This is an optimization exercise on Yosys and OpenROAD, whose aim is small area and a short achievable clock period, not a production implementation.
At most, simulation tests tie the RTL to the original design; equivalence was not proved.
For runs 2 and 3, only the layout was checked, not whether the RTL still works.
Power is estimated from default activity; no workload was simulated.

### design/flow/design.v
module branch_target_unit #(
  parameter int XLEN    = 32,
  parameter int ENTRIES = 32,
  localparam int IDX_W  = $clog2(ENTRIES),
  localparam int TAG_W  = XLEN - IDX_W - 2
) (
  input  logic            clk,
  input  logic            rst,
  input  logic            flush_all,
  input  logic [XLEN-1:0] pc_f,
  output logic            pred_taken_f,
  output logic [XLEN-1:0] pred_target_f,
  input  logic            update_e,
  input  logic [XLEN-1:0] pc_e,
  input  logic [XLEN-1:0] imm_ext_e,
  input  logic [XLEN-1:0] rs1_e,
  input  logic            is_jalr_e,
  input  logic            taken_e,
  input  logic            pred_taken_e,
  input  logic [XLEN-1:0] pred_target_e,
  output logic [XLEN-1:0] pc_target_e,
  output logic            mispredict_e
);
  logic             valid [ENTRIES];
  logic [TAG_W-1:0] tags  [ENTRIES];
  logic [XLEN-1:0]  tgts  [ENTRIES];
  logic [1:0]       ctrs  [ENTRIES];
  logic [IDX_W-1:0] idx_f, idx_e;
  logic [TAG_W-1:0] tag_f, tag_e;
  logic             hit_f, hit_e;
  logic [XLEN-1:0]  sum_e;
  logic             unused_lsbs;
  assign idx_f = pc_f[IDX_W+1:2];
  assign tag_f = pc_f[XLEN-1:IDX_W+2];
  assign idx_e = pc_e[IDX_W+1:2];
  assign tag_e = pc_e[XLEN-1:IDX_W+2];
  assign unused_lsbs = ^{pc_f[1:0], pc_e[1:0]};
  assign hit_f = valid[idx_f] && (tags[idx_f] == tag_f);
  assign hit_e = valid[idx_e] && (tags[idx_e] == tag_e);
  assign pred_taken_f  = hit_f && ctrs[idx_f][1];
  assign pred_target_f = hit_f ? tgts[idx_f] : '0;
  assign sum_e = (is_jalr_e ? rs1_e : pc_e) + imm_ext_e;
  assign pc_target_e = is_jalr_e ? {sum_e[XLEN-1:1], 1'b0} : sum_e;
  always_comb begin
    mispredict_e = 1'b0;
    if (update_e) begin
      mispredict_e = (taken_e != pred_taken_e) ||
                     (taken_e && pred_taken_e &&
                      (pc_target_e != pred_target_e));
    end
  end
  always_ff @(posedge clk or posedge rst) begin
    if (rst) begin
      for (int i = 0; i < ENTRIES; i++) begin
        valid[i] <= 1'b0;
        tags[i]  <= '0;
        tgts[i]  <= '0;
        ctrs[i]  <= 2'b01;
      end
    end else begin
      if (update_e) begin
        if (hit_e) begin
          if (taken_e) begin
            if (ctrs[idx_e] != 2'b11) ctrs[idx_e] <= ctrs[idx_e] + 2'd1;
            tgts[idx_e] <= pc_target_e;
          end else if (ctrs[idx_e] != 2'b00) begin
            ctrs[idx_e] <= ctrs[idx_e] - 2'd1;
          end
        end else if (taken_e) begin
          valid[idx_e] <= 1'b1;
          tags[idx_e]  <= tag_e;
          tgts[idx_e]  <= pc_target_e;
          ctrs[idx_e]  <= 2'b10;
        end
      end
      if (flush_all) begin
        for (int i = 0; i < ENTRIES; i++) valid[i] <= 1'b0;
      end
    end
  end
endmodule
### design/flow/run.sh
#!/bin/bash
# synth_recipe.tcl (not shown) runs the flow's synth.tcl, then flattens the netlist and writes it again
# the make line also repeats each setting of config.mk as NAME=value (left out here)
make -C /OpenROAD-flow-scripts/flow DESIGN_CONFIG=/design/flow/config.mk WORK_HOME=/design/flow/orfs CLKGATE_MAP_FILE= SYNTH_SCRIPT=/design/flow/synth_recipe.tcl finish
### design/flow/config.mk
export PLATFORM = sky130hd
export DESIGN_NAME = branch_target_unit
export DESIGN_NICKNAME = branch_target_unit
export VERILOG_FILES = /design/flow/design.v
export SDC_FILE = /design/flow/constraint.sdc
export NUM_CORES = 4
export LEC_CHECK = 0
export CAP_MARGIN = 20
export CORE_MARGIN = 2
export CORE_UTILIZATION = 40
export SETUP_SLACK_MARGIN = 0.4
export SLEW_MARGIN = 20
### design/flow/constraint.sdc
create_clock -name core_clock -period 9.0 [get_ports {clk}]
set_input_delay 1.8000 -clock core_clock [delete_from_list [all_inputs] [get_ports {clk}]]
set_output_delay 1.8000 -clock core_clock [all_outputs]
set_load 0.01 [all_outputs]
==> out/metrics.yaml, run 1 <==
synth_cell_type_count: 91
clk_latency_ps: 910
drive_gt1_share_pct: 22.71
drt-vias-per-instance: 6.828
r2r_start: "tags[7][3]"
setup_ws_ps: 159.5
worst_pin_slew_ps: 1362
fin_crit_ps: 8840
dp_cells: 11690
worstHoldStart: "tgts[28][15]"
synthToLayoutAreaGrowth_pct: 18.11
p_total_mw: 23.22
rsz0062_at_grt: "yes"
layout_worst_path_cycle_share_pct: 98.23
dp_hpwl_um: 284800
yosysWarnings: 5
io_pins: 233
clk_path_buf_depth: 3
use_met2_pct: 55.55
ir_worst_vdd_v: 0.0002350
fillers: 20900
fp.coreArea_sq_um: 227100
synth_top_cell_area_share_pct: 51.84
r2r-end: "tags[31][0]"
grt_pass1_vias: 77670
grt_pass1_wl_um: 636400
clkSlewWorstSetupHoldPaths_ps: 60
cp.required_ps: 7200
hold_slack_ps: 479.6
num_rows: 175
drv_cap: 0
crit_start: "pc_f[5]"
io_buffers: 230
synth_top_family_by_area: "compound AO/OA/AOI/OAI gates"
die_area_sq_um: 231700
max_freq_mhz: 113.1
critPathMaxFanout: 22
reg2regPathDepth: 12
cp_data_arrival_time_ps: 7040
finalWirelength_um: 469200
rrSetupSlack_ps: 4040
nNetsFinal: 9152
crit_chain: "clkdlybuf4s50_1, buf_12, or3_4, nor2_4, buf_12, buf_4, a22oi_1, nand2_1, nor3_1, a21oi_1, buf_4, xnor2_1, nand3_1, nor4_2, buf_4, nand4_1, buf_6, clkbuf_16, a211oi_2, buf_4, clkdlybuf4s50_1"
stdcell_area_sq_um: 107600
use_met3_pct: 13.89
cts_tree: "built"
crit_path_start_kind: "input port"
h-tree-depth: 4
yosys_most_used_dff: "dfrtp_1"
start_util_pct: 40.14
final-hold-violation-count: 0
layout.cells.non_filler: 12160
p_leak_nw: 49.97
fin_util_pct: 47.40
overflow: 0
slowest_stage: "buf_4"
yosysSeqAreaShare_pct: 52.76
dieHeight_um: 481.3
syn_inst: 8790
gp_congestion: 1.027
avgSynthCellArea_sq_um: 10.37
placed_area_sq_um: 99640
final_cell_mix: "dfrtp_1 (1888), nand2_1 (1333), o21ai_0 (1006)"
async_flop_share_pct: 100.0
clock-root-buffer: "clkbuf_16"
place_ws_ps: -129.9
ant_nets: 0
syn_nets: 8990
cp-end-kind: "output pin"
yosys.area.top_type: "dfrtp_1"
layout_commonest_cell: "dfrtp_1"
finalSetupViolCount: 0
grt_start_max_net_pins: 176
min_path_type: "reg -> reg"
slew_headroom_pct: 9.123
synth_xor_area_share_pct: 1.101
use_met1_pct: 51.03
die_w_um: 481.3
setup_tns_ps: 0
synthMuxAreaShare_pct: 11.99
synth_compound_area_share_pct: 17.69
cts_hold_repair.buffers: 0
cpMostUsedCell: "buf_4"
crit_type: "in -> out"
track_usage_pct: 39.38
num_vias: 83030
cts_buffers: 204
synthTopCellsByArea: "dfrtp_1 (52%), mux2_2 (11%), a22oi_1 (8.1%)"
synth-seq-cells: 1920
cts.sinks: 1920
syn_area_sq_um: 91130
antenna_found_initial: 38
status: "finished clean"
finClkSkew_ps: 93.50
synthSimpleGateAreaFrac_pct: 11.94
drt-pass1-iter-count: 10
critPathMaxStageDelay_ps: 600
crit_end: "pred_target_f[5]"
drc: 0
gr-max-usage-layer: "met2"
synth-edff-count: 0
synth_fa_ha_area_share_pct: 0.4613
drt_first_iter_violations: 14130
power.density_nw_per_um2: 215.7
wl_per_cell_um: 38.59
slew_violations: 0
[final cells by class]
| class | instances | area, sq um | area share [%] |
|---|---|---|---|
| inverter | 81 | 315.3 | 0.2929 |
| timing repair buffer | 788 | 7779 | 7.227 |
| sequential | 1920 | 48090 | 44.67 |
| clock inverter | 60 | 858.3 | 0.7974 |
| multi-input combinational | 5957 | 40680 | 37.79 |
| antenna | 34 | 85.08 | 0.07905 |
| tap | 3009 | 3765 | 3.498 |
| clock buffer | 312 | 6072 | 5.641 |
[where the power goes]
part	internal, mW	switching [mW]
sequential	10.0	0.991
combinational	1.28	2.17
clock	4.95	3.82
[registers in the layout, indices dropped and copies added, names as in the netlist]
register	flops
tgts	1024
ctrs	64
tags	800
valid	32
[critical path: cells and delay by family]
kind / cells / cell delay [ps]
buffers and inverters: 10 / 3040
and+or+nand+nor: 7 / 1410
AOI/OAI and AO/OA: 3 / 570
xor gates and xnor gates: 1 / 140
[metal layers]
layer	wire (um)	up-vias
met4	37650	34
met2	192600	6775
met1	176900	41890
met3	61780	1986
li1	-	32350
met5	335	-
[how the worst min path moves through the flow]
stage	depth (start not counted)	slack (ps)	to
3_3_place_gp	2	460	tgts[7][25]
6_report	2	480	tgts[28][15]
5_1_grt	2	490	tgts[19][5]
4_1_cts	2	480	tgts[8][2]
2_1_floorplan	2	450	tgts[0][1]
3_5_place_dp	2	470	tgts[7][31]
[logic make-up (layout without fill, tap and decap cells)]
family	after synthesis	count (layout)
other cells	0	34
compound gates	2476	2476
simple gates	2371	2371
xor+xnor	105	105
flops	1920	1920
fa+ha+maj	33	33
buf+inv	913	1241
mux	972	972
[repair_timing]
action	in CTS	in global routing
resized for setup	31	57
cloned	0	3
setup buffers	55	6
pin swaps	19	3
endpoints found under the setup margin	35	36
[synthesized netlist by cell type, types with 11 or more instances]
cell type / instances
a21o_1: 14
a21oi_1: 136
ha_1: 32
o21ai_0: 1011
mux2i_1: 18
nor4_1: 62
a22o_1: 44
or2_2: 11
a22oi_1: 982
a211oi_1: 42
a221oi_1: 50
dfstp_2: 32
a2111oi_0: 57
buf_1: 81
and3_1: 221
buf_6: 16
buf_2: 96
o32ai_1: 22
nor3_1: 86
xnor2_1: 49
mux2_2: 906
a222oi_1: 14
dfrtp_1: 1888
nor2_1: 164
nand4_1: 155
nand3_1: 163
mux2_1: 48
or3_1: 37
xor2_1: 50
nand2b_1: 18
inv_1: 81
nand2_1: 1367
clkbuf_1: 631
nand3b_1: 11
==> inputs of run 2 (changes only) <==
==> design/flow/design.v (replaced) <==
module branch_target_unit #(
  parameter int XLEN    = 32,
  parameter int ENTRIES = 32,
  localparam int IDX_W  = $clog2(ENTRIES),
  localparam int TAG_W  = XLEN - IDX_W - 2
) (
  input  logic            clk,
  input  logic            rst,
  input  logic            flush_all,
  input  logic [XLEN-1:0] pc_f,
  output logic            pred_taken_f,
  output logic [XLEN-1:0] pred_target_f,
  input  logic            update_e,
  input  logic [XLEN-1:0] pc_e,
  input  logic [XLEN-1:0] imm_ext_e,
  input  logic [XLEN-1:0] rs1_e,
  input  logic            is_jalr_e,
  input  logic            taken_e,
  input  logic            pred_taken_e,
  input  logic [XLEN-1:0] pred_target_e,
  output logic [XLEN-1:0] pc_target_e,
  output logic            mispredict_e
);
  logic [ENTRIES-1:0] valid;
  logic [TAG_W-1:0]   tags [ENTRIES];
  logic [XLEN-1:0]    tgts [ENTRIES];
  logic [1:0]         ctrs [ENTRIES];
  logic [IDX_W-1:0]   idx_f, idx_e;
  logic [TAG_W-1:0]   tag_f, tag_e;
  logic [ENTRIES-1:0] sel_f, sel_e;
  assign idx_f = pc_f[IDX_W+1:2];
  assign tag_f = pc_f[XLEN-1:IDX_W+2];
  assign idx_e = pc_e[IDX_W+1:2];
  assign tag_e = pc_e[XLEN-1:IDX_W+2];
  always_comb begin
    for (int i = 0; i < ENTRIES; i++) begin
      sel_f[i] = (idx_f == i[IDX_W-1:0]);
      sel_e[i] = (idx_e == i[IDX_W-1:0]);
    end
  end
  logic             rv_f, rv_e;
  logic [TAG_W-1:0] rtag_f, rtag_e;
  logic [XLEN-1:0]  rtgt_f;
  logic             rc1_f;
  logic [1:0]       rctr_e;
  always_comb begin
    rv_f = 1'b0; rtag_f = '0; rtgt_f = '0; rc1_f = 1'b0;
    rv_e = 1'b0; rtag_e = '0; rctr_e = '0;
    for (int i = 0; i < ENTRIES; i++) begin
      rv_f   |= sel_f[i] & valid[i];
      rtag_f |= {TAG_W{sel_f[i]}} & tags[i];
      rtgt_f |= {XLEN{sel_f[i]}} & tgts[i];
      rc1_f  |= sel_f[i] & ctrs[i][1];
      rv_e   |= sel_e[i] & valid[i];
      rtag_e |= {TAG_W{sel_e[i]}} & tags[i];
      rctr_e |= {2{sel_e[i]}} & ctrs[i];
    end
  end
  logic hit_f, hit_e;
  assign hit_f = rv_f & (rtag_f == tag_f);
  assign hit_e = rv_e & (rtag_e == tag_e);
  assign pred_taken_f  = hit_f & rc1_f;
  assign pred_target_f = {XLEN{hit_f}} & rtgt_f;
  logic [XLEN-1:0] base_e, sum_e;
  assign base_e      = is_jalr_e ? rs1_e : pc_e;
  assign sum_e       = base_e + imm_ext_e;
  assign pc_target_e = {sum_e[XLEN-1:1], sum_e[0] & ~is_jalr_e};
  logic [XLEN-1:0] need_c, gen_c;
  logic            tgt_eq;
  always_comb begin
    for (int i = 0; i < XLEN; i++) begin
      need_c[i] = base_e[i] ^ imm_ext_e[i] ^ pred_target_e[i];
      gen_c[i]  = (base_e[i] & imm_ext_e[i]) |
                  (need_c[i] & (base_e[i] | imm_ext_e[i]));
    end
  end
  logic eq0;
  assign eq0 = is_jalr_e ? ~pred_target_e[0] : ~need_c[0];
  always_comb begin
    tgt_eq = eq0 & (need_c[1] == (base_e[0] & imm_ext_e[0]));
    for (int i = 2; i < XLEN; i++)
      tgt_eq &= (need_c[i] == gen_c[i-1]);
  end
  assign mispredict_e = update_e &
                        ((taken_e ^ pred_taken_e) | (taken_e & pred_taken_e & ~tgt_eq));
  logic       wr_t;
  logic [1:0] ctr_new;
  assign wr_t = update_e & taken_e;
  always_comb begin
    if (!hit_e)       ctr_new = taken_e ? 2'b10 : rctr_e;
    else if (taken_e) ctr_new = (rctr_e == 2'b11) ? 2'b11 : rctr_e + 2'd1;
    else              ctr_new = (rctr_e == 2'b00) ? 2'b00 : rctr_e - 2'd1;
  end
  always_ff @(posedge clk or posedge rst) begin
    if (rst) begin
      valid <= '0;
    end else begin
      for (int i = 0; i < ENTRIES; i++)
        if (flush_all)             valid[i] <= 1'b0;
        else if (wr_t && sel_e[i]) valid[i] <= 1'b1;
    end
  end
  always_ff @(posedge clk) begin
    for (int i = 0; i < ENTRIES; i++) begin
      if (wr_t && sel_e[i]) begin
        tags[i] <= tag_e;
        tgts[i] <= pc_target_e;
      end
      if (update_e && sel_e[i]) ctrs[i] <= ctr_new;
    end
  end
endmodule
==> out/metrics.yaml, run 2 <==
drv_cap: 0
track_usage_pct: 37.39
crit_buf_inv: 8
final-hold-violation-count: 0
clk_latency_ps: 880
drc: 0
drive_gt1_share_pct: 17.36
top_register: "tgts"
grt_pass1_vias: 57450
slowest_stage: "nand4_1"
crit_path_start_kind: "input port"
reg2regPathDepth: 9
die_w_um: 449.6
hold_slack_ps: 525.7
holdPathEnd: "valid[11]"
status: "finished clean"
synth-seq-cells: 1920
num_rows: 163
multiInputGateArea_sq_um: 21220
min_path_type: "reg -> reg"
finClkSkew_ps: 57.52
place_ws_ps: -304.4
max_freq_mhz: 114.4
rsz0062_at_grt: "yes"
worstHoldStart: "valid[11]"
critPathMaxFanout: 18
final_cell_mix: "edfxtp_1 (1888), a22oi_1 (928), buf_4 (472)"
clkSlewWorstSetupHoldPaths_ps: 60
worst_pin_slew_ps: 1310
crit_type: "in -> out"
top_regs: "tgts: 1024 flops, tags: 800 flops, ctrs: 64 flops"
syn_inst: 5193
p_leak_nw: 31.85
grt_pass1_wl_um: 511400
io_buffers: 230
synthTopCellsByArea: "edfxtp_1 (71%), a22oi_1 (8.8%), nand3_1 (2.1%)"
cp.required_ps: 7200
register_area_sq_um: 57500
yosysSeqAreaShare_pct: 72.40
largest_register_ffs: 1024
antenna_found_initial: 32
overflow: 0
slew_violations: 0
ir_worst_vdd_v: 0.0002192
layout_commonest_cell: "edfxtp_1"
layout_worst_path_cycle_share_pct: 97.09
cts.sinks: 1920
drt-vias-per-instance: 7.176
h-tree-depth: 4
cts_buffers: 192
dp_hpwl_um: 231600
wl_met2_um: 161000
fp.coreArea_sq_um: 197200
slew_headroom_pct: 12.44
placed_area_sq_um: 88360
crit_chain: "clkbuf_4, buf_6, or3_4, nor2_4, buf_4, a22oi_1, nand4_1, nor4_4, buf_4, xor2_1, nand4_1, buf_4, or4_4, buf_12, a21oi_2, buf_4, clkdlybuf4s50_1"
r2r_start: "tags[27][9]"
yosysWarnings: 4
dr_wl_met3_um: 62830
wl_met1_um: 130500
ant_nets: 0
yosys.area.top_type: "edfxtp_1"
num_vias: 61870
io_pins: 233
critPathMaxStageDelay_ps: 620
nNetsFinal: 6067
clock-root-buffer: "clkbuf_16"
fin_crit_ps: 8738
cp-end-kind: "output pin"
power.density_nw_per_um2: 211.7
die_area_sq_um: 202100
synth_most_common_cell: "edfxtp_1"
drt-pass1-iter-count: 10
cp_data_arrival_time_ps: 6940
syn_nets: 5453
synthTopCellsByCount: "edfxtp_1 (1888), a22oi_1 (928), nand3_1 (331)"
crit_family: "simple AND/OR/NAND/NOR gates"
synth_top_cell_area_share_pct: 71.40
start_util_pct: 40.26
async_flop_share_pct: 1.667
grt_start_max_net_pins: 50
avgSynthCellArea_sq_um: 15.29
cts_tree: "built"
finalSetupViolCount: 0
rrSetupSlack_ps: 4180
setup_ws_ps: 262.3
routed.top_layer: "met5"
yosys_most_used_dff: "edfxtp_1"
dieHeight_um: 449.6
synthToLayoutAreaGrowth_pct: 20.34
clk_path_buf_depth: 3
syn_area_sq_um: 79410
wl_per_cell_um: 45.22
gp_congestion: 0.9999
stdcell_area_sq_um: 95560
r2r-end: "ctrs[27][0]"
synth_cell_type_count: 77
synth-edff-count: 1888
finalWirelength_um: 389900
fillers: 16850
hold_depth: 2
cpMostUsedCell: "buf_4"
drt_first_iter_violations: 13880
==> run 2: cell types whose count changed in the layout (fill, tap and decap cells not counted), moves of 54 or more <==
cell	previous run	this run
a221oi_1	50	119
nor3_1	79	25
and3_1	221	156
a21oi_1	135	38
nand2_1	1333	76
edfxtp_1	0	1888
nand3_1	134	330
o21ai_0	1006	23
a22o_1	44	124
dfrtp_1	1888	32
mux2_2	906	3
nand4_1	155	222
==> run 2: worst max path at each step <==
stage / start / endpoint / slack [ps] / cells past startpoint
floorplan: is_jalr_e / pc_target_e[28] / 1260 / 14
global placement: pc_f[5] / pred_taken_f / -240 / 17
detailed placement: pc_f[6] / pred_taken_f / -300 / 18
CTS: pc_f[5] / pred_taken_f / 400 / 17
global route: pc_f[6] / pred_taken_f / 340 / 20
finish: pc_f[6] / pred_taken_f / 260 / 17
==> run 2: report_power, final <==
part | leakage (nW) | switching, mW | internal (mW) | total (mW)
Sequential | 17.4 | 0.0274 | 10.2 | 10.2
Clock | 2.96 | 3.58 | 4.33 | 7.91
Combinational | 11.4 | 1.47 | 0.599 | 2.07
Total | 31.9 | 5.09 | 15.1 | 20.2
==> run 2: final cells by class <==
class,instances,share of cell area (%)
antenna,19,0.04975
tap,2640,3.457
inverter,101,0.3967
clock buffer,238,5.261
sequential,1920,60.17
multi-input combinational,2828,22.21
timing repair buffer,764,7.357
clock inverter,112,1.106
==> run 2: worst reg2reg max path, delay by kind of cell, from the launching register on <==
kind | cells | cell delay [ps]
compound gates | 4 | 1730
buf+inv | 1 | 270
flops | 1 | 440
mux | 1 | 690
simple gates | 3 | 1340
==> run 2: timing repair <==
action | CTS | global route
resized for setup | 45 | 26
setup buffers | 65 | 12
pin swaps | 29 | 9
endpoints found under the setup margin | 33 | 38
hold buffers | 0 | 0
gates cloned | 6 | 1
==> run 2: stage by stage <==
step	util (%)	std cells	setup TNS (ps)	total power [mW]
floorplan	-	5193	0	11.19
global placement	44.81	8169	-5576	12.34
detailed placement	44.80	8169	-6675	12.36
CTS	48.34	8590	0	20.10
global route	48.43	8604	0	20.60
finish	48.45	8622	0	20.23
==> run 2: kinds of logic after synthesis <==
logic type	synth area share, %
adders and majority gates	1.784
DFF	72.40
muxes	0.6224
and+or+nand+nor	8.531
buffers and inverters	2.362
AOI/OAI and AO/OA	13.28
xor gates and xnor gates	1.015
==> run 2: metal layers <==
layer,up-vias,global-route usage (%)
met5,-,0
met4,16,27.07
met3,1667,14.20
met2,6603,52.97
met1,30880,46.70
li1,22700,-
==> inputs of run 3 (changes only) <==
--- a/design/flow/design.v
+++ b/design/flow/design.v
@@ -65,3 +65,21 @@
   assign base_e      = is_jalr_e ? rs1_e : pc_e;
-  assign sum_e       = base_e + imm_ext_e;
+  localparam int LVLS = $clog2(XLEN);
+  logic [XLEN-1:0] pg [LVLS+1];
+  logic [XLEN-1:0] pp [LVLS+1];
+  always_comb begin
+    pg[0] = base_e & imm_ext_e;
+    pp[0] = base_e ^ imm_ext_e;
+    for (int k = 0; k < LVLS; k++) begin
+      for (int i = 0; i < XLEN; i++) begin
+        if (i >= (1 << k)) begin
+          pg[k+1][i] = pg[k][i] | (pp[k][i] & pg[k][i-(1<<k)]);
+          pp[k+1][i] = pp[k][i] & pp[k][i-(1<<k)];
+        end else begin
+          pg[k+1][i] = pg[k][i];
+          pp[k+1][i] = pp[k][i];
+        end
+      end
+    end
+  end
+  assign sum_e = pp[0] ^ {pg[LVLS][XLEN-2:0], 1'b0};
   assign pc_target_e = {sum_e[XLEN-1:1], sum_e[0] & ~is_jalr_e};
--- a/design/flow/config.mk
+++ b/design/flow/config.mk
@@ -10,3 +10,3 @@
 export CORE_UTILIZATION = 40
-export SETUP_SLACK_MARGIN = 0.4
+export SETUP_SLACK_MARGIN = 3.0
 export SLEW_MARGIN = 20
==> out/metrics.yaml, run 3 <==
num_rows: 163
synthToLayoutAreaGrowth_pct: 26.33
rsz0062_at_grt: "yes"
placed_area_sq_um: 88730
r2r_start: "tags[22][9]"
clk_latency_ps: 890
status: "finished clean"
grt_start_max_net_pins: 52
ant_nets: 0
crit_end: "pred_target_f[20]"
async_flop_share_pct: 1.667
wl_per_cell_um: 44.75
dp_cells: 8142
cp.required_ps: 7200
drive_gt1_share_pct: 23.52
max_freq_mhz: 133.1
crit_type: "in -> out"
layout_worst_path_cycle_share_pct: 83.49
stdcell_area_sq_um: 100300
final_cell_mix: "edfxtp_1 (1888), a22oi_1 (1180), buf_4 (458)"
p_int_mw: 15.39
cts_tree: "built"
layout_commonest_cell: "edfxtp_1"
cts.sinks: 1920
finalSetupViolCount: 0
clk_path_buf_depth: 3
syn_inst: 5209
overflow: 0
num_vias: 63280
power_frac_seq_pct: 49.7
use_met3_pct: 15.55
syn_area_sq_um: 79370
drt-vias-per-instance: 7.188
final-hold-violation-count: 0
finClkSkew_ps: 46.44
nNetsFinal: 6236
start_util_pct: 40.24
synth-seq-cells: 1920
switching_share_pct: 25.34
setup_tns_ps: 0
die_area_sq_um: 202000
gr-max-usage-layer: "met2"
reg2regPathDepth: 10
use_met2_pct: 51.50
r2r-end: "ctrs[16][0]"
synth_top_cell_area_share_pct: 71.43
fin_crit_ps: 7514
p_leak_nw: 34.29
avgSynthCellArea_sq_um: 15.24
drv_cap: 0
crit_path_start_kind: "input port"
fp.coreArea_sq_um: 197200
drt_first_iter_violations: 14510
slew_headroom_pct: 13.92
io_buffers: 230
fin_util_pct: 50.84
dp_hpwl_um: 222900
yosys.area.top_type: "edfxtp_1"
clock-root-buffer: "clkbuf_16"
slew_violations: 0
layout.cells.non_filler: 8804
top_register: "tgts"
rrSetupSlack_ps: 4780
die_w_um: 449.4
comb_power_share_pct: 12.0
cts_buffers: 187
power_switching_mw: 5.223
gp_congestion: 1.008
top_regs: "tgts: 1024 flops, tags: 800 flops, ctrs: 64 flops"
finalWirelength_um: 394000
crit_start: "pc_f[6]"
grt_pass1_vias: 57670
yosysWarnings: 6
use_met1_pct: 47.33
p_clk_share_pct: 38.3
synth-edff-count: 1888
yosys_most_used_dff: "edfxtp_1"
yosysSeqAreaShare_pct: 72.44
synth_cell_type_count: 84
antenna_found_initial: 27
syn_nets: 5469
grt_pass1_wl_um: 515300
ir_worst_vdd_v: 0.0002270
drt-pass1-iter-count: 7
synthTopCellsByArea: "edfxtp_1 (71%), a22oi_1 (11%), and3_1 (1.4%)"
clkSlewWorstSetupHoldPaths_ps: 60
critPathMaxFanout: 32
cp_data_arrival_time_ps: 5710
dieHeight_um: 449.4
setup_ws_ps: 1486
track_usage_pct: 37.68
drc: 0
hold_slack_ps: 538.8
min_path_type: "reg -> reg"
h-tree-depth: 4
io_pins: 233
cp-end-kind: "output pin"
largest_register_ffs: 1024
worst_pin_slew_ps: 1287
p_total_mw: 20.61
synthTopCellsByCount: "edfxtp_1 (1888), a22oi_1 (1191), nand2_1 (256)"
power.density_nw_per_um2: 205.6
synth_most_common_cell: "edfxtp_1"
place_ws_ps: 97.20
-- run 3: how the worst min path moves through the flow --
stage	startpoint	end	slack, ps	depth (start not counted)
2_1_floorplan	valid[5]	valid[5]	480	2
3_3_place_gp	valid[29]	valid[29]	510	2
3_5_place_dp	valid[28]	valid[28]	520	2
4_1_cts	valid[10]	valid[10]	530	2
5_1_grt	valid[24]	valid[24]	570	2
6_report	valid[10]	valid[10]	540	2
-- run 3: layout make-up --
type	instances	area [sq um]
Fill cell	16240	96950
Sequential cell	1920	57500
Multi-Input combinational cell	2850	23370
Timing Repair Buffer	908	9598
Clock buffer	235	4911
Tap cell	2640	3303
Clock inverter	112	1096
Inverter	109	419.2
Antenna cell	30	75.07
-- run 3: worst max-delay path, stage by stage --
cell	delay [ps]
buf_12	120
buf_16	150
or3b_4	470
nor2_4	260
buf_12	400
buf_6	310
a22oi_1	160
nand4_1	130
nor2_1	50
nand2_1	180
xor2_1	140
nor4_2	330
nand4_4	170
buf_12	180
buf_16	150
buf_8	130
buf_4	130
a21oi_4	210
buf_6	140
-- run 3: cell families after synthesis --
group / Yosys count / share of synthesized area [%]
flip-flops: 1920 / 72.44
AO/OA/AOI/OAI: 1471 / 14.16
AND/OR/NAND/NOR: 1148 / 7.728
buffers and inverters: 439 / 2.322
XOR/XNOR: 98 / 1.081
adder cells (fa/ha/maj): 94 / 1.772
multiplexers: 39 / 0.4966
-- run 3: per-layer routing --
metal	vias to the layer above	wire, um	part of all wire [%]
met5	-	412	0.10
met4	20	38650	9.8
met2	6995	158000	40
li1	22910	-	-
met3	1904	64840	16
met1	31460	132000	34
-- run 3: timing repair --
action | CTS | global route
hold buffers | 0 | 0
buffers inserted | 197 | 70
pin swaps | 124 | 108
endpoints found under the setup margin | 130 | 128
gates cloned | 13 | 3
gates resized for setup | 689 | 180
-- run 3: power by group through the flow --
stage	Sequential, mW	Combinational [mW]	Clock (mW)
floorplan	10.4	0.841	0
global placement	10.4	1.89	0
detailed placement	10.4	1.91	0
finish	10.2	2.47	7.90
CTS	10.2	2.28	7.84
global route	10.2	2.51	8.19
==> inputs of run 4 (changes only) <==
--- a/design/flow/design.v
+++ b/design/flow/design.v
@@ -41,3 +41,3 @@
   logic             rv_f, rv_e;
-  logic [TAG_W-1:0] rtag_f, rtag_e;
+  logic [TAG_W-1:0] rtag_e;
   logic [XLEN-1:0]  rtgt_f;
@@ -45,8 +45,11 @@
   logic [1:0]       rctr_e;
+  logic [ENTRIES-1:0] match_f;
   always_comb begin
-    rv_f = 1'b0; rtag_f = '0; rtgt_f = '0; rc1_f = 1'b0;
+    for (int i = 0; i < ENTRIES; i++) match_f[i] = (tags[i] == tag_f);
+  end
+  always_comb begin
+    rv_f = 1'b0; rtgt_f = '0; rc1_f = 1'b0;
     rv_e = 1'b0; rtag_e = '0; rctr_e = '0;
     for (int i = 0; i < ENTRIES; i++) begin
-      rv_f   |= sel_f[i] & valid[i];
-      rtag_f |= {TAG_W{sel_f[i]}} & tags[i];
+      rv_f   |= sel_f[i] & valid[i] & match_f[i];
       rtgt_f |= {XLEN{sel_f[i]}} & tgts[i];
@@ -59,3 +62,3 @@
   logic hit_f, hit_e;
-  assign hit_f = rv_f & (rtag_f == tag_f);
+  assign hit_f = rv_f;
   assign hit_e = rv_e & (rtag_e == tag_e);
==> out/metrics.yaml, run 4 <==
status: "finished clean"
syn_inst: 5486
ir_worst_vdd_v: 0.0002085
cts_tree: "built"
overflow: 0
final_cell_mix: "edfxtp_1 (1888), a22oi_1 (614), xor2_1 (526)"
nNetsFinal: 6511
start_util_pct: 40.18
grt_start_max_net_pins: 49
fp.coreArea_sq_um: 206700
yosysWarnings: 6
finalWirelength_um: 488500
setup_tns_ps: 0
cp.required_ps: 7200
yosysSeqAreaShare_pct: 69.24
fillers: 17270
synthToLayoutAreaGrowth_pct: 27.07
syn_area_sq_um: 83030
top_regs: "tgts: 1024 flops, tags: 800 flops, ctrs: 64 flops"
layout_commonest_cell: "edfxtp_1"
track_usage_pct: 45.46
critPathMaxFanout: 8
yosys_most_used_dff: "edfxtp_1"
slew_headroom_pct: 13.07
synth_top_family_by_area: "compound AO/OA/AOI/OAI gates"
finClkSkew_ps: 53.90
synth_fa_ha_area_share_pct: 1.707
cts_hold_repair.buffers: 0
fin_crit_ps: 7016
power.density_nw_per_um2: 207.5
grt_pass1_wl_um: 616100
top_register: "tgts"
clk_path_buf_depth: 3
io_buffers: 230
crit_type: "in -> out"
cts_buffers: 204
crit_chain: "buf_16, buf_12, buf_4, xnor2_2, nand4_1, nor3_2, buf_4, nand4_1, nand4_1, buf_12, nor4_4, buf_12, buf_16, buf_16, buf_6, nor2_4, buf_6"
num_rows: 167
max_freq_mhz: 142.5
synth_compound_area_share_pct: 9.544
finalSetupViolCount: 0
clkSlewWorstSetupHoldPaths_ps: 60
drt-pass1-iter-count: 8
p_total_mw: 21.90
p_leak_nw: 35.78
drc: 0
synth-edff-count: 1888
wl_per_cell_um: 53.39
worst_pin_slew_ps: 1295
gp_congestion: 1.083
dp_hpwl_um: 325500
layout_worst_path_cycle_share_pct: 77.95
h-tree-depth: 4
place_ws_ps: 781.1
slowest_stage: "nand4_1"
antenna_found_initial: 36
hold_slack_ps: 538.4
cp_data_arrival_time_ps: 5220
largest_register_ffs: 1024
synthTopCellsByArea: "edfxtp_1 (68%), xor2_1 (6.6%), a22oi_1 (5.6%)"
num_vias: 63550
clock-root-buffer: "clkbuf_16"
final-hold-violation-count: 0
die_w_um: 459.6
slew_violations: 0
fin_util_pct: 51.06
yosys.area.top_type: "edfxtp_1"
min_path_type: "reg -> reg"
rsz0062_at_grt: "yes"
drive_gt1_share_pct: 25.10
drv_cap: 0
clk_latency_ps: 900
cts.sinks: 1920
drt-vias-per-instance: 6.945
synth_xor_area_share_pct: 9.314
crit_path_start_kind: "input port"
io_pins: 233
synth-seq-cells: 1920
ant_nets: 0
synthTopCellsByCount: "edfxtp_1 (1888), xor2_1 (624), a22oi_1 (615)"
synth_cell_type_count: 74
async_flop_share_pct: 1.667
grt_pass1_vias: 57490
cp-end-kind: "output pin"
synthSimpleGateAreaFrac_pct: 7.513
die_area_sq_um: 211200
synth_top_cell_area_share_pct: 68.28
critPathMaxStageDelay_ps: 580
drt_first_iter_violations: 12540
avgSynthCellArea_sq_um: 15.14
syn_nets: 5746
dieHeight_um: 459.6
synthMuxAreaShare_pct: 0.4671
setup_ws_ps: 1984
synth_most_common_cell: "edfxtp_1"
-- run 4: layout make-up --
type	count	area [sq um]	share of cell area, %
flip-flops and latches	1920	57500	54.49
multi-input cells	3140	28320	26.84
repair buffers	882	9141	8.664
clock buffers	251	5374	5.093
well taps	2704	3383	3.206
diodes	20	50.05	0.04743
inverters	103	391.6	0.3712
clock inverters	130	1359	1.288
-- run 4: layer usage --
metal	global-route usage, %	vias up	wire [um]	share of wire, %
met5	0	-	74	0.015
met4	34.29	10	47340	9.7
met3	11.51	1257	59140	12
met2	66.74	5965	208200	43
met1	57.99	33130	173800	36
li1	-	23190	-	-
-- run 4: critical path: cells and delay by family --
family | cells | cell delay, ps
xor+xnor | 1 | 250
simple gates | 6 | 1460
buf+inv | 10 | 1600
-- run 4: through the flow --
stage / area [sq um] / std cells
3_3_place_gp: 91800 / 8501
5_1_grt: 105500 / 9135
6_report: 105500 / 9150
2_1_floorplan: 83670 / 5486
3_5_place_dp: 91850 / 8503
4_1_cts: 104600 / 9086
-- run 4: final timing paths --
check,start,end,slack (ps),cells past startpoint
setup / recovery,pc_f[22],pred_target_f[8],1980,17
hold / removal,valid[6],valid[6],540,2
setup reg to reg,tags[24][20],ctrs[20][1],4570,12
hold reg to reg,valid[6],valid[6],540,2
max in group asynchronous,rst,valid[18],7270,3
min in group asynchronous,rst,valid[5],1370,3
-- run 4: what timing repair did --
| item | CTS | global route |
|---|---|---|
| gates cloned | 27 | 2 |
| pin swaps | 155 | 60 |
| endpoints found under the hold margin | 0 | 0 |
| setup buffers | 175 | 42 |
| endpoints found under the setup margin | 129 | 127 |
| resized for setup | 995 | 112 |
-- run 4: logic make-up (layout without fill, tap and decap cells) --
kind of cell,Yosys count,count (layout)
flip-flops,1920,1920
AND/OR/NAND/NOR,1107,1107
AO/OA/AOI/OAI,1012,1013
XOR/XNOR,883,887
buffers and inverters,431,1366
adder cells (fa/ha/maj),95,95
multiplexers,38,38
other,0,20
-- run 4: power by group --
group / internal [mW] / total [mW] / switching (mW)
registers: 10.2 / 10.3 / 0.0382
clock network: 4.83 / 8.63 / 3.80
logic: 1.01 / 3.00 / 1.99
total: 16.1 / 21.9 / 5.83
==> inputs of run 5 (changes only) <==
--- a/design/flow/config.mk
+++ b/design/flow/config.mk
@@ -10,3 +10,4 @@
 export CORE_UTILIZATION = 40
-export SETUP_SLACK_MARGIN = 3.0
+export CTS_BUF_LIST = sky130_fd_sc_hd__clkbuf_8
+export SETUP_SLACK_MARGIN = 2.0
 export SLEW_MARGIN = 20
==> out/metrics.yaml, run 5 <==
die_area_sq_um: 211200
dp_hpwl_um: 303900
status: "finished clean"
slew_violations: 0
dieHeight_um: 459.6
drt-pass1-iter-count: 8
max_freq_mhz: 139.7
syn_inst: 5486
synthTopCellsByCount: "edfxtp_1 (1888), xor2_1 (624), a22oi_1 (615)"
synthTopCellsByArea: "edfxtp_1 (68%), xor2_1 (6.6%), a22oi_1 (5.6%)"
async_flop_share_pct: 1.667
num_rows: 167
finalSetupViolCount: 0
cts.sinks: 1920
r2r_start: "tags[18][9]"
drc: 0
synthToLayoutAreaGrowth_pct: 21.05
gp_congestion: 1.110
clk_path_buf_depth: 4
finClkSkew_ps: 98.01
clock-root-buffer: "clkbuf_8"
fin_crit_ps: 7157
io_buffers: 230
avgSynthCellArea_sq_um: 15.14
rsz0062_at_grt: "yes"
grt_start_max_net_pins: 41
top_register: "tgts"
power.density_nw_per_um2: 201.2
drt_first_iter_violations: 12500
start_util_pct: 40.18
finalWirelength_um: 461700
yosysSeqAreaShare_pct: 69.24
clkSlewWorstSetupHoldPaths_ps: 60
worstHoldStart: "valid[13]"
layout_commonest_cell: "edfxtp_1"
cts_tree: "built"
grt_pass1_wl_um: 586200
final_cell_mix: "edfxtp_1 (1888), a22oi_1 (615), xor2_1 (538)"
ir_worst_vdd_v: 0.0002070
drt-vias-per-instance: 6.909
cp-end-kind: "output pin"
fillers: 17790
drv_cap: 0
fp.coreArea_sq_um: 206700
hold_slack_ps: 549.7
largest_register_ffs: 1024
setup_tns_ps: 0
rrSetupSlack_ps: 4530
syn_nets: 5746
synth_cell_type_count: 74
r2r-end: "ctrs[20][1]"
overflow: 0
synth-seq-cells: 1920
track_usage_pct: 42.86
p_leak_nw: 34.27
antenna_found_initial: 52
worst_pin_slew_ps: 1317
grt_pass1_vias: 57320
critPathMaxFanout: 17
io_pins: 233
h-tree-depth: 5
synth-edff-count: 1888
hold_depth: 2
clk_latency_ps: 1120
crit_type: "in -> out"
reg2regPathDepth: 10
layout_worst_path_cycle_share_pct: 79.52
holdPathEnd: "valid[13]"
yosys.area.top_type: "edfxtp_1"
cts_buffers: 342
synth_top_cell_area_share_pct: 68.28
drive_gt1_share_pct: 20.63
yosysWarnings: 6
min_path_type: "reg -> reg"
ant_nets: 0
yosys_most_used_dff: "edfxtp_1"
final-hold-violation-count: 0
crit_path_start_kind: "input port"
synth_most_common_cell: "edfxtp_1"
wl_per_cell_um: 50.45
top_regs: "tgts: 1024 flops, tags: 800 flops, ctrs: 64 flops"
syn_area_sq_um: 83030
slew_headroom_pct: 12.18
cp.required_ps: 7200
nNetsFinal: 6454
die_w_um: 459.6
num_vias: 63230
cp_data_arrival_time_ps: 5360
run 5: what timing repair did:
action / in CTS / in global routing
endpoints found under the setup margin: 59 / 56
setup buffers: 48 / 10
hold buffers: 0 / 0
cloned: 4 / 0
gates resized for setup: 431 / 124
pin swaps: 54 / 39
run 5: area by class of cell:
class / count / area, sq um / share of cell area [%]
Sequential cell: 1920 / 57500 / 57.20
Multi-Input combinational cell: 3135 / 26940 / 26.80
Timing Repair Buffer: 692 / 6440 / 6.407
Clock buffer: 348 / 4790 / 4.765
Tap cell: 2704 / 3383 / 3.366
Clock inverter: 221 / 1003 / 0.9984
Inverter: 103 / 386.6 / 0.3847
Antenna cell: 28 / 70.07 / 0.06971
run 5: kinds of logic after synthesis:
kind of cell / share of synthesized area, %
compound gates: 9.545
xor+xnor: 9.314
fa+ha+maj: 1.707
buf+inv: 2.211
flops: 69.24
mux: 0.4671
simple gates: 7.513
run 5: per-layer routing:
layer / global-route usage [%] / share of wire, % / vias to the layer above
li1: - / - / 23130
met1: 53.50 / 35 / 32340
met2: 61.71 / 42 / 6264
met3: 14.44 / 14 / 1479
met4: 31.81 / 9.4 / 16
met5: 0 / 0.023 / -
run 5: worst max-delay path by stage:
| stage | endpoint | cells past startpoint | from |
|---|---|---|---|
| after CTS | pc_target_e[15] | 14 | rs1_e[7] |
| final | pred_target_f[28] | 13 | pc_f[9] |
| after detailed placement | pc_target_e[29] | 14 | pc_e[4] |
| after global placement | pc_target_e[29] | 14 | pc_e[4] |
| after global routing | pred_target_f[28] | 12 | pc_f[6] |
| after floorplan | pc_target_e[31] | 14 | is_jalr_e |
run 5: worst max-delay path, stage by stage:
cell and delay (ps):
buf_8 210, xor2_1 860, nor4_1 210, nand3_1 170, nor3_2 60, a41oi_2 310, o311ai_1 180, buf_4 180
nor4_4 310, buf_12 180, buf_16 170, nor2_1 90, clkdlybuf4s50_1 510
run 5: report_power, final:
part	internal [mW]	switching [mW]	total, mW
clock network	3.67	3.76	7.43
registers	10.2	0.0366	10.3
logic	0.732	1.80	2.53
run 5: stage by stage:
stage | power, mW | std cells | cell area (sq um) | util (%) | setup WS [ps]
CTS | 20.02 | 9113 | 99650 | 48.22 | 1797
detailed placement | 12.62 | 8492 | 91240 | 44.15 | 331.5
floorplan | 11.34 | 5486 | 83110 | - | 1956
global placement | 12.61 | 8492 | 91230 | 44.15 | 326.9
global route | 20.57 | 9130 | 100500 | 48.61 | 1893
finish | 20.23 | 9151 | 100500 | 48.64 | 1843
==> inputs of run 6 (changes only) <==
--- a/design/flow/config.mk
+++ b/design/flow/config.mk
@@ -7,7 +7,9 @@
 export LEC_CHECK = 0
-export CAP_MARGIN = 20
+export CAP_MARGIN = 40
 export CORE_MARGIN = 2
 export CORE_UTILIZATION = 40
-export CTS_BUF_LIST = sky130_fd_sc_hd__clkbuf_8
+export CTS_BUF_LIST = sky130_fd_sc_hd__clkbuf_16
+export CTS_CLUSTER_DIAMETER = 60
+export CTS_CLUSTER_SIZE = 20
 export SETUP_SLACK_MARGIN = 2.0
-export SLEW_MARGIN = 20
+export SLEW_MARGIN = 40
==> out/metrics.yaml, run 6 <==
top_regs: "tgts: 1024 flops, tags: 800 flops, ctrs: 64 flops"
finalSetupViolCount: 0
use_met3_pct: 13.64
nNetsFinal: 6317
die_w_um: 459.6
io_pins: 233
overflow: 0
final_cell_mix: "edfxtp_1 (1888), a22oi_1 (615), xor2_1 (542)"
rrSetupSlack_ps: 4530
synthToLayoutAreaGrowth_pct: 20.74
critPathMaxFanout: 17
setup_tns_ps: 0
crit_type: "in -> out"
finalWirelength_um: 456200
reg2regPathDepth: 10
crit_path_start_kind: "input port"
setup_ws_ps: 1885
drt_first_iter_violations: 12650
layout.cells.non_filler: 8898
synth-seq-cells: 1920
clk_path_buf_depth: 3
crit_start: "pc_f[29]"
ant_nets: 0
synthSimpleGateAreaFrac_pct: 7.513
drt-vias-per-instance: 6.945
die_area_sq_um: 211200
ir_worst_vdd_v: 0.0002155
gr-max-usage-layer: "met2"
avgSynthCellArea_sq_um: 15.14
start_util_pct: 40.18
num_rows: 167
fin_crit_ps: 7115
synth-edff-count: 1888
cts.sinks: 1920
synthTopCellsByCount: "edfxtp_1 (1888), xor2_1 (624), a22oi_1 (615)"
place_ws_ps: 320.3
grt_pass1_wl_um: 578900
async_flop_share_pct: 1.667
cts_tree: "built"
track_usage_pct: 42.38
syn_area_sq_um: 83030
top_register: "tgts"
h-tree-depth: 4
hold_slack_ps: 543.3
yosysWarnings: 6
antenna_found_initial: 50
synth_cell_type_count: 74
worst_pin_slew_ps: 1033
slew_headroom_pct: 30.55
num_vias: 61800
p_leak_nw: 33.70
gp_congestion: 1.110
rsz0062_at_grt: "yes"
max_freq_mhz: 140.5
crit_end: "pred_target_f[17]"
dieHeight_um: 459.6
fp.coreArea_sq_um: 206700
syn_nets: 5746
cts_buffers: 151
grt_start_max_net_pins: 37
cp-end-kind: "output pin"
yosys_most_used_dff: "edfxtp_1"
yosys.area.top_type: "edfxtp_1"
layout_commonest_cell: "edfxtp_1"
synthMuxAreaShare_pct: 0.4671
synth_xor_area_share_pct: 9.314
dp_hpwl_um: 310000
status: "finished clean"
finClkSkew_ps: 32.12
grt_pass1_vias: 56080
min_path_type: "reg -> reg"
layout_worst_path_cycle_share_pct: 79.06
syn_inst: 5486
yosysSeqAreaShare_pct: 69.24
placed_area_sq_um: 92050
clkSlewWorstSetupHoldPaths_ps: 70
r2r_start: "tags[18][9]"
drc: 0
synth_most_common_cell: "edfxtp_1"
dp_cells: 8520
io_buffers: 230
synth_fa_ha_area_share_pct: 1.707
cp_data_arrival_time_ps: 5320
use_met2_pct: 61.79
final-hold-violation-count: 0
stdcell_area_sq_um: 100300
clk_latency_ps: 880
synthTopCellsByArea: "edfxtp_1 (68%), xor2_1 (6.6%), a22oi_1 (5.6%)"
cts_hold_repair.buffers: 0
largest_register_ffs: 1024
power.density_nw_per_um2: 199.5
synth_top_cell_area_share_pct: 68.28
synth_compound_area_share_pct: 9.544
fillers: 17650
synth_top_family_by_area: "compound AO/OA/AOI/OAI gates"
wl_per_cell_um: 51.27
use_met1_pct: 52.82
drv_cap: 0
clock-root-buffer: "clkbuf_16"
drive_gt1_share_pct: 19.81
slew_violations: 0
r2r-end: "ctrs[0][1]"
cp.required_ps: 7200
drt-pass1-iter-count: 8
## run 6: cell counts after synthesis
No cell type changed its count.
## run 6: layout make-up
| type | count | area [sq um] | area share, % |
|---|---|---|---|
| Tap cell | 2704 | 3383 | 3.375 |
| Timing Repair Buffer | 746 | 7113 | 7.095 |
| Sequential cell | 1920 | 57500 | 57.35 |
| Multi-Input combinational cell | 3135 | 26730 | 26.66 |
| Clock buffer | 153 | 3829 | 3.819 |
| Inverter | 103 | 386.6 | 0.3856 |
| Antenna cell | 25 | 62.56 | 0.06240 |
| Clock inverter | 112 | 1256 | 1.253 |
## run 6: cells by family after synthesis
group / count (synthesis)
muxes: 38
and+or+nand+nor: 1107
AOI/OAI and AO/OA: 1012
xor gates and xnor gates: 883
adders and majority gates: 95
DFF: 1920
buffers and inverters: 431
## run 6: repair_timing
action	4_1_cts	5_1_grt
gates cloned	1	2
endpoints found under the setup margin	58	53
pin swaps	63	29
setup buffers	57	23
gates resized for setup	386	69
## run 6: where the power goes
| group | total (mW) | internal (mW) | switching [mW] |
|---|---|---|---|
| Combinational | 2.54 | 0.753 | 1.79 |
| Sequential | 10.2 | 10.2 | 0.0363 |
| Clock | 7.20 | 3.59 | 3.62 |
| Total | 20.0 | 14.6 | 5.44 |
## run 6: metal layers
layer	share of wire, %	wire length, um
met1	35	159300
met4	9.3	42620
met2	42	192800
met3	13	61390
met5	0.028	127
## run 6: worst min-delay path by stage
stage,start,end,slack (ps),cells after the start
after floorplan,valid[19],valid[19],480,2
after global placement,valid[9],valid[9],510,2
after detailed placement,valid[13],valid[13],530,2
after CTS,valid[13],valid[13],540,2
after global routing,valid[13],valid[13],570,2
final,valid[13],valid[13],540,2
## run 6: worst max-delay path: stages
cell	delay, ps
buf_6	160
buf_16	190
xnor2_4	370
nand4_1	370
nor3_4	290
nand4_1	380
nand4_1	570
nor4_4	110
buf_12	160
buf_16	170
nor2_1	120
clkdlybuf4s50_1	540
## run 6: through the flow
stage          util (%)  power [mW]
2_1_floorplan         -       11.34
6_report          48.51       20.00
3_3_place_gp      44.15       12.61
3_5_place_dp      44.54       12.65
4_1_cts           48.13       19.78
5_1_grt           48.49       20.28
==> inputs of run 7 (changes only) <==
==> design/flow/flow/run.sh (new file) <==
#!/bin/bash
# The standard layout with two changes:
#  - the input and output ports are buffered with buf_4 instead of the
#    delay-line buffer (clkdlybuf4s50_1) that buffer_ports picks on its own;
#    every port still gets its own buffer.
#  - clock tree synthesis inserts no dummy loads (the arguments are otherwise
#    those ORFS builds from config.mk's CTS settings).
set -euo pipefail
export BUFFER_PORTS_ARGS="-buffer_cell sky130_fd_sc_hd__buf_4"
export CTS_ARGS="-sink_clustering_enable -repair_clock_nets -sink_clustering_size 20 -sink_clustering_max_diameter 60 -buf_list sky130_fd_sc_hd__clkbuf_16 -dont_use_dummy_load"
bash standard.sh finish > standard_flow.log 2>&1
==> design/flow/standard.sh (new file) <==
#!/bin/bash
# synth_recipe.tcl (not shown) runs the flow's synth.tcl, then flattens the netlist and writes it again
# the make line also repeats each setting of config.mk as NAME=value (left out here)
make -C /OpenROAD-flow-scripts/flow DESIGN_CONFIG=/design/flow/config.mk WORK_HOME=/design/flow/orfs CLKGATE_MAP_FILE= SYNTH_SCRIPT=/design/flow/synth_recipe.tcl "${@:-finish}"
--- a/design/flow/config.mk
+++ b/design/flow/config.mk
@@ -14,2 +14,2 @@
 export SETUP_SLACK_MARGIN = 2.0
-export SLEW_MARGIN = 40
+export SLEW_MARGIN = 30
removed: design/flow/run.sh
==> out/metrics.yaml, run 7 <==
crit_type: "in -> out"
io_buffers: 230
reg2regPathDepth: 10
clock-root-buffer: "clkbuf_16"
final-hold-violation-count: 0
cts_tree: "built"
finalSetupViolCount: 0
cts_buffers: 156
antenna_found_initial: 42
avgSynthCellArea_sq_um: 15.14
drv_cap: 0
crit_path_start_kind: "input port"
synthTopCellsByCount: "edfxtp_1 (1888), xor2_1 (624), a22oi_1 (615)"
nNetsFinal: 6203
grt_pass1_vias: 55340
drive_gt1_share_pct: 17.91
slew_violations: 0
synthToLayoutAreaGrowth_pct: 15.86
fillers: 17960
num_rows: 167
start_util_pct: 40.18
setup_tns_ps: 0
drt-vias-per-instance: 7.103
status: "finished clean"
crit_end: "pred_target_f[26]"
syn_area_sq_um: 83030
register_area_sq_um: 57500
final_cell_mix: "edfxtp_1 (1888), a22oi_1 (615), xor2_1 (593)"
clk_latency_ps: 860
synth_top_cell_area_share_pct: 68.28
r2r_start: "tags[17][20]"
fin_crit_ps: 7298
track_usage_pct: 43.22
min_path_type: "reg -> reg"
layout_commonest_cell: "edfxtp_1"
die_area_sq_um: 211200
io_pins: 233
drc: 0
async_flop_share_pct: 1.667
layout.cells.non_filler: 8671
synth-edff-count: 1888
finalWirelength_um: 465600
top_regs: "tgts: 1024 flops, tags: 800 flops, ctrs: 64 flops"
rsz0062_at_grt: "yes"
worst_pin_slew_ps: 1313
synth-seq-cells: 1920
synthTopCellsByArea: "edfxtp_1 (68%), xor2_1 (6.6%), a22oi_1 (5.6%)"
clkSlewWorstSetupHoldPaths_ps: 50
syn_inst: 5486
synth_cell_type_count: 74
grt_pass1_wl_um: 588900
cp-end-kind: "output pin"
synth_most_common_cell: "edfxtp_1"
die_w_um: 459.6
largest_register_ffs: 1024
fp.coreArea_sq_um: 206700
critPathMaxFanout: 33
drt_first_iter_violations: 12290
cp.required_ps: 7200
multiInputGateArea_sq_um: 25500
dp_cells: 8451
gp_congestion: 1.099
clk_path_buf_depth: 3
max_freq_mhz: 137.0
rrSetupSlack_ps: 3820
cts.sinks: 1920
syn_nets: 5746
crit_start: "pc_f[24]"
ir_worst_vdd_v: 0.0002139
dp_hpwl_um: 315700
wl_per_cell_um: 53.69
overflow: 0
num_vias: 61590
yosys_most_used_dff: "edfxtp_1"
r2r-end: "ctrs[18][1]"
h-tree-depth: 4
p_leak_nw: 31.98
yosys.area.top_type: "edfxtp_1"
slew_headroom_pct: 12.47
drt-pass1-iter-count: 6
p_total_mw: 18.82
yosysSeqAreaShare_pct: 69.24
yosysWarnings: 6
top_register: "tgts"
grt_start_max_net_pins: 36
cp_data_arrival_time_ps: 5500
ant_nets: 0
dieHeight_um: 459.6
finClkSkew_ps: 80.39
power.density_nw_per_um2: 195.7
layout_worst_path_cycle_share_pct: 81.09
-- run 7: cell count changes in the layout (fill, tap and decap cells not counted), sizes merged, moves of 12 or more --
cell | previous run | this run
clkdlybuf4s50 | 130 | 0
buf | 553 | 609
inv | 147 | 103
clkinv | 43 | 0
dlygate4sd2 | 39 | 0
bufinv | 13 | 0
clkinvlp | 12 | 0
-- run 7: critical path: stages --
cell and delay (ps):
buf_6 310, xor2_1 260, nor4_1 710, nand3_2 480
nor3_1 560, nor4_1 130, nand4_1 340, nor4_4 90
buf_12 180, nor2_2 260, buf_4 150
-- run 7: repair_timing --
item,in CTS,in global routing
setup endpoints to repair,53,41
pin swaps,19,10
resized for setup,120,38
buffers inserted,9,18
hold buffers,0,0
-- run 7: logic make-up after synthesis --
kind of cell,Yosys count,share of synthesized area (%)
adder cells (fa/ha/maj),95,1.707
AND/OR/NAND/NOR,1107,7.513
XOR/XNOR,883,9.314
flip-flops,1920,69.24
AO/OA/AOI/OAI,1012,9.545
buffers and inverters,431,2.211
multiplexers,38,0.4671
-- run 7: layout make-up --
type | count | share of cell area, %
Sequential cell | 1920 | 59.77
Timing Repair Buffer | 627 | 5.677
Multi-Input combinational cell | 3135 | 26.51
Antenna cell | 26 | 0.06763
Tap cell | 2704 | 3.517
Inverter | 103 | 0.4019
Clock buffer | 156 | 4.058
-- run 7: routing by layer --
layer / up-vias / track usage, % / part of all wire (%)
li1: 22470 / - / -
met1: 32020 / 54.87 / 36
met2: 5825 / 63.32 / 43
met3: 1256 / 12.65 / 13
met4: 22 / 30.60 / 8.8
met5: - / 0 / 0.034
-- run 7: how the worst min path moves through the flow --
stage / cells past startpoint / to / slack (ps) / startpoint
finish: 2 / valid[13] / 540 / valid[13]
global placement: 2 / valid[13] / 510 / valid[13]
floorplan: 2 / valid[19] / 480 / valid[19]
detailed placement: 2 / valid[13] / 520 / valid[13]
global route: 2 / valid[13] / 560 / valid[13]
CTS: 2 / valid[13] / 530 / valid[13]
-- run 7: power breakdown --
| part | switching (mW) | internal [mW] | total [mW] |
|---|---|---|---|
| Sequential | 0.0382 | 10.2 | 10.3 |
| Clock | 3.17 | 3.05 | 6.22 |
| Combinational | 1.73 | 0.616 | 2.35 |
-- run 7: stage by stage --
| step | hold slack [ps] | setup slack (ps) | utilization, % | cell area, sq um |
|---|---|---|---|---|
| after global routing | 556.7 | 1939 | 46.53 | 96150 |
| after detailed placement | 517.3 | 749.7 | 44.05 | 91020 |
| after floorplan | 481.6 | 1956 | - | 83110 |
| after CTS | 529.7 | 1872 | 46.28 | 95640 |
| after global placement | 509.6 | 691.4 | 43.59 | 90090 |
| final | 541.5 | 1702 | 46.55 | 96200 |
==> inputs of run 8 (changes only) <==
--- a/design/flow/config.mk
+++ b/design/flow/config.mk
@@ -13,3 +13,3 @@
 export CTS_CLUSTER_SIZE = 20
-export SETUP_SLACK_MARGIN = 2.0
+export SETUP_SLACK_MARGIN = 2.3
 export SLEW_MARGIN = 30
==> out/metrics.yaml, run 8 <==
worstHoldStart: "valid[29]"
fillers: 17910
drt-pass1-iter-count: 7
track_usage_pct: 42.06
cts_buffers: 154
die_area_sq_um: 211200
syn_nets: 5746
grt_pass1_vias: 55910
drc: 0
synth-seq-cells: 1920
cp-end-kind: "output pin"
hold_slack_ps: 535.7
max_freq_mhz: 145.9
crit_chain: "clkbuf_8, xnor2_1, nand4_1, nor3_1, nand4_1, nand4_1, nor4_4, buf_12, nor2_1, buf_4"
finClkSkew_ps: 73.42
syn_area_sq_um: 83030
finalSetupViolCount: 0
nNetsFinal: 6200
synth-edff-count: 1888
synth_compound_area_share_pct: 9.544
grt_start_max_net_pins: 41
layout_commonest_cell: "edfxtp_1"
slowest_stage: "xnor2_1"
synthTopCellsByCount: "edfxtp_1 (1888), xor2_1 (624), a22oi_1 (615)"
avgSynthCellArea_sq_um: 15.14
top_regs: "tgts: 1024 flops, tags: 800 flops, ctrs: 64 flops"
num_rows: 167
fin_crit_ps: 6854
crit_buf_inv: 3
start_util_pct: 40.18
antenna_found_initial: 53
cts_hold_repair.buffers: 0
cp_data_arrival_time_ps: 5050
overflow: 0
final_cell_mix: "edfxtp_1 (1888), a22oi_1 (615), xor2_1 (577)"
h-tree-depth: 4
cts_tree: "built"
synth_top_cell_area_share_pct: 68.28
yosysWarnings: 6
largest_register_ffs: 1024
layout_worst_path_cycle_share_pct: 76.15
rsz0062_at_grt: "yes"
yosys.area.top_type: "edfxtp_1"
io_buffers: 230
holdPathEnd: "valid[29]"
fp.coreArea_sq_um: 206700
placed_area_sq_um: 91030
r2r-end: "ctrs[15][1]"
hold_depth: 2
min_path_type: "reg -> reg"
p_leak_nw: 32.23
yosys_most_used_dff: "edfxtp_1"
setup_tns_ps: 0
synth_most_common_cell: "edfxtp_1"
top_register: "tgts"
ant_nets: 0
worst_pin_slew_ps: 1052
dp_hpwl_um: 306800
ir_worst_vdd_v: 0.0002088
synthSimpleGateAreaFrac_pct: 7.513
crit_family: "simple AND/OR/NAND/NOR gates"
stdcell_area_sq_um: 97270
synthToLayoutAreaGrowth_pct: 17.14
reg2regPathDepth: 9
clk_latency_ps: 870
cp.required_ps: 7200
synth_cell_type_count: 74
drive_gt1_share_pct: 19.20
synth_xor_area_share_pct: 9.314
slew_violations: 0
status: "finished clean"
r2r_start: "tags[15][24]"
final-hold-violation-count: 0
io_pins: 233
finalWirelength_um: 454100
dieHeight_um: 459.6
critPathMaxFanout: 33
wl_per_cell_um: 52.30
gp_congestion: 1.112
clkSlewWorstSetupHoldPaths_ps: 50
synthMuxAreaShare_pct: 0.4671
clk_path_buf_depth: 3
layout.cells.non_filler: 8682
clock-root-buffer: "clkbuf_16"
drv_cap: 0
syn_inst: 5486
drt_first_iter_violations: 12850
synthTopCellsByArea: "edfxtp_1 (68%), xor2_1 (6.6%), a22oi_1 (5.6%)"
num_vias: 62350
critPathMaxStageDelay_ps: 810
crit_path_start_kind: "input port"
rrSetupSlack_ps: 3980
drt-vias-per-instance: 7.182
die_w_um: 459.6
yosysSeqAreaShare_pct: 69.24
slew_headroom_pct: 29.39
cts.sinks: 1920
crit_type: "in -> out"
cpMostUsedCell: "nand4_1"
synth_top_family_by_area: "compound AO/OA/AOI/OAI gates"
grt_pass1_wl_um: 576900
power.density_nw_per_um2: 194.0
dp_cells: 8424
synth_fa_ha_area_share_pct: 1.707
async_flop_share_pct: 1.667
run 8: metal layers:
metal	vias up	part of all wire [%]	GRT usage, %
li1	22460	-	-
met4	18	9.1	30.31
met1	32160	35	52.79
met2	6284	42	61.04
met5	-	0.069	0
met3	1434	13	13.63
run 8: repair_timing:
item,CTS,global route
gates resized for setup,201,91
pin swaps,41,30
cloned,3,1
buffers inserted,38,8
endpoints found under the setup margin,90,85
run 8: worst reg2reg max path, delay by kind of cell, from the launching register on:
kind / cells / cell delay [ps]
simple gates: 5 / 2550
buf+inv: 1 / 180
xor+xnor: 1 / 600
fa+ha+maj: 1 / 570
flops: 1 / 410
compound gates: 1 / 330
run 8: final cells by class:
class                   instances  area [sq um]  share of cell area [%]
inverters                     103         386.6                  0.3975
diodes                         40         100.1                  0.1029
repair buffers                626          5818                   5.982
well taps                    2704          3383                   3.478
multi-input cells            3135         26230                   26.97
clock buffers                 154          3854                   3.962
flip-flops and latches       1920         57500                   59.11
run 8: logic make-up after synthesis:
group / after synthesis
simple gates: 1107
xor+xnor: 883
flops: 1920
buf+inv: 431
fa+ha+maj: 95
mux: 38
compound gates: 1012
run 8: stage by stage:
stage	utilization [%]	worst slack [ps]	total power [mW]
after floorplan	-	2032	11.34
after global placement	43.46	764.3	12.54
after detailed placement	44.05	796.3	12.59
after CTS	46.66	2302	18.66
after global routing	47.03	2212	19.13
final	47.07	2146	18.87
run 8: worst max path at each step:
stage | slack [ps] | cells past startpoint | from | end
6_report | 2150 | 10 | pc_f[31] | pred_target_f[17]
5_1_grt | 2210 | 15 | pc_e[5] | pc_target_e[31]
4_1_cts | 2300 | 17 | is_jalr_e | pc_target_e[30]
3_5_place_dp | 800 | 17 | is_jalr_e | pc_target_e[31]
3_3_place_gp | 760 | 17 | is_jalr_e | pc_target_e[31]
2_1_floorplan | 2030 | 13 | pc_e[2] | pc_target_e[31]
run 8: power by group:
group          total, mW  switching [mW]  internal, mW
Combinational       2.44            1.75         0.688
Clock               6.18            3.17          3.01
Sequential          10.3          0.0384          10.2
Total               18.9            4.95          13.9
==> inputs of run 9 (changes only) <==
--- a/design/flow/config.mk
+++ b/design/flow/config.mk
@@ -13,3 +13,3 @@
 export CTS_CLUSTER_SIZE = 20
-export SETUP_SLACK_MARGIN = 2.3
+export SETUP_SLACK_MARGIN = 2.6
 export SLEW_MARGIN = 30
==> out/metrics.yaml, run 9 <==
grt_pass1_vias: 55860
min_path_type: "reg -> reg"
largest_register_ffs: 1024
crit_path_start_kind: "input port"
yosysWarnings: 6
top_register: "tgts"
drt-pass1-iter-count: 7
max_freq_mhz: 148.4
io_pins: 233
grt_start_max_net_pins: 55
slew_violations: 0
synth-edff-count: 1888
clock-root-buffer: "clkbuf_16"
slew_headroom_pct: 28.36
io_buffers: 230
synth_top_family_by_area: "compound AO/OA/AOI/OAI gates"
drv_cap: 0
nNetsFinal: 6211
crit_type: "in -> out"
clkSlewWorstSetupHoldPaths_ps: 60
num_vias: 62760
h-tree-depth: 4
final-hold-violation-count: 0
crit_start: "pc_f[13]"
final_cell_mix: "edfxtp_1 (1888), a22oi_1 (615), xor2_1 (537)"
ir_worst_vdd_v: 0.0002006
die_w_um: 459.6
r2r_start: "tags[30][9]"
synthSimpleGateAreaFrac_pct: 7.513
placed_area_sq_um: 90540
yosysSeqAreaShare_pct: 69.24
p_total_mw: 18.80
cp.required_ps: 7200
grt_pass1_wl_um: 559100
synth_fa_ha_area_share_pct: 1.707
synth_most_common_cell: "edfxtp_1"
gp_congestion: 1.167
worst_pin_slew_ps: 1067
synthTopCellsByCount: "edfxtp_1 (1888), xor2_1 (624), a22oi_1 (615)"
critPathMaxFanout: 32
syn_area_sq_um: 83030
track_usage_pct: 40.51
ant_nets: 0
r2r-end: "ctrs[20][1]"
drt-vias-per-instance: 7.231
drive_gt1_share_pct: 21.15
fp.coreArea_sq_um: 206700
synthMuxAreaShare_pct: 0.4671
synth_cell_type_count: 74
setup_tns_ps: 0
start_util_pct: 40.18
avgSynthCellArea_sq_um: 15.14
synthTopCellsByArea: "edfxtp_1 (68%), xor2_1 (6.6%), a22oi_1 (5.6%)"
p_leak_nw: 32.66
drc: 0
top_regs: "tgts: 1024 flops, tags: 800 flops, ctrs: 64 flops"
syn_inst: 5486
fin_crit_ps: 6740
fillers: 17650
layout_worst_path_cycle_share_pct: 74.88
synthToLayoutAreaGrowth_pct: 19.28
die_area_sq_um: 211200
cp-end-kind: "output pin"
rsz0062_at_grt: "yes"
syn_nets: 5746
cts.sinks: 1920
status: "finished clean"
power.density_nw_per_um2: 189.8
fin_util_pct: 47.93
num_rows: 167
yosys.area.top_type: "edfxtp_1"
overflow: 0
reg2regPathDepth: 10
synth_compound_area_share_pct: 9.544
async_flop_share_pct: 1.667
cp_data_arrival_time_ps: 4940
yosys_most_used_dff: "edfxtp_1"
finalSetupViolCount: 0
rrSetupSlack_ps: 3900
dieHeight_um: 459.6
cts_tree: "built"
dp_hpwl_um: 285600
clk_path_buf_depth: 3
finalWirelength_um: 443300
antenna_found_initial: 51
layout_commonest_cell: "edfxtp_1"
finClkSkew_ps: 98.11
wl_per_cell_um: 51.08
cts_buffers: 145
drt_first_iter_violations: 14070
clk_latency_ps: 850
crit_end: "pred_target_f[1]"
synth-seq-cells: 1920
synth_top_cell_area_share_pct: 68.28
synth_xor_area_share_pct: 9.314
stdcell_area_sq_um: 99050
run 9: cell count changes in the layout (fill, tap and decap cells not counted), moves of 20 or more:
cell	change
nor2_1	-33
buf_12	+20
xor2_2	+22
nor4_1	-20
buf_4	-23
xor2_1	-40
run 9: repair_timing:
action                     in CTS  in global routing
gates resized for setup       375                199
setup endpoints to repair      58                 56
buffers inserted               67                 35
pin swaps                      69                 73
hold buffers                    0                  0
gates cloned                   12                 11
run 9: how the worst min path moves through the flow:
stage / startpoint / endpoint / slack (ps) / depth (start not counted)
6_report: valid[9] / valid[9] / 540 / 2
2_1_floorplan: valid[19] / valid[19] / 480 / 2
5_1_grt: valid[9] / valid[9] / 570 / 2
4_1_cts: valid[9] / valid[9] / 530 / 2
3_3_place_gp: valid[9] / valid[9] / 510 / 2
3_5_place_dp: valid[9] / valid[9] / 520 / 2
run 9: area by class of cell:
cell class	count	area, sq um	area share (%)
sequential	1920	57500	58.05
multi-input combinational	3136	27390	27.66
timing repair buffer	645	6693	6.757
clock buffer	145	3628	3.663
tap	2704	3383	3.416
inverter	103	386.6	0.3903
antenna	26	65.06	0.06569
run 9: cells by family (layout without fill, tap and decap cells):
| family | count (synthesis) | count (layout) |
|---|---|---|
| multiplexers | 38 | 38 |
| AND/OR/NAND/NOR | 1107 | 1107 |
| flip-flops | 1920 | 1920 |
| XOR/XNOR | 883 | 884 |
| AO/OA/AOI/OAI | 1012 | 1012 |
| other | 0 | 26 |
| buffers and inverters | 431 | 893 |
| adder cells (fa/ha/maj) | 95 | 95 |
run 9: worst max-delay path, stage by stage:
cell and delay (ps):
buf_12 180, xnor2_2 560, nand4_1 670, nor3_2 430, nand4_1 220, nand4_1 200
nor4_4 80, buf_12 180, clkbuf_16 240, nor2_4 120, buf_6 110
run 9: where the power goes:
group          internal [mW]  total, mW  switching (mW)
logic                  0.796       2.61            1.82
clock network           2.84       5.93            3.09
registers               10.2       10.3          0.0403
total                   13.9       18.8            4.94
run 9: routing by layer:
metal	up-vias	GRT usage, %	part of all wire [%]
met5	-	1.424	0.10
met4	28	27.49	9.0
li1	22430	-	-
met1	32040	49.89	34
met2	6585	57.30	41
met3	1682	17.40	16
run 9: through the flow:
step	setup WS (ps)	hold slack (ps)	cells
floorplan	2344	481.6	5486
global placement	956.8	509.4	8327
detailed placement	956.7	520.7	8376
CTS	2410	532.2	8600
global route	2272	570.5	8657
finish	2260	535.2	8679

Check on run 9: ideal ports give 2.260 ns setup slack; a clkbuf_16 on the clock port and buf_2 on the inputs give 2.176 ns; moving port delays by the midpoint clock arrival (0.895 ns) as well gives 1.473 ns.
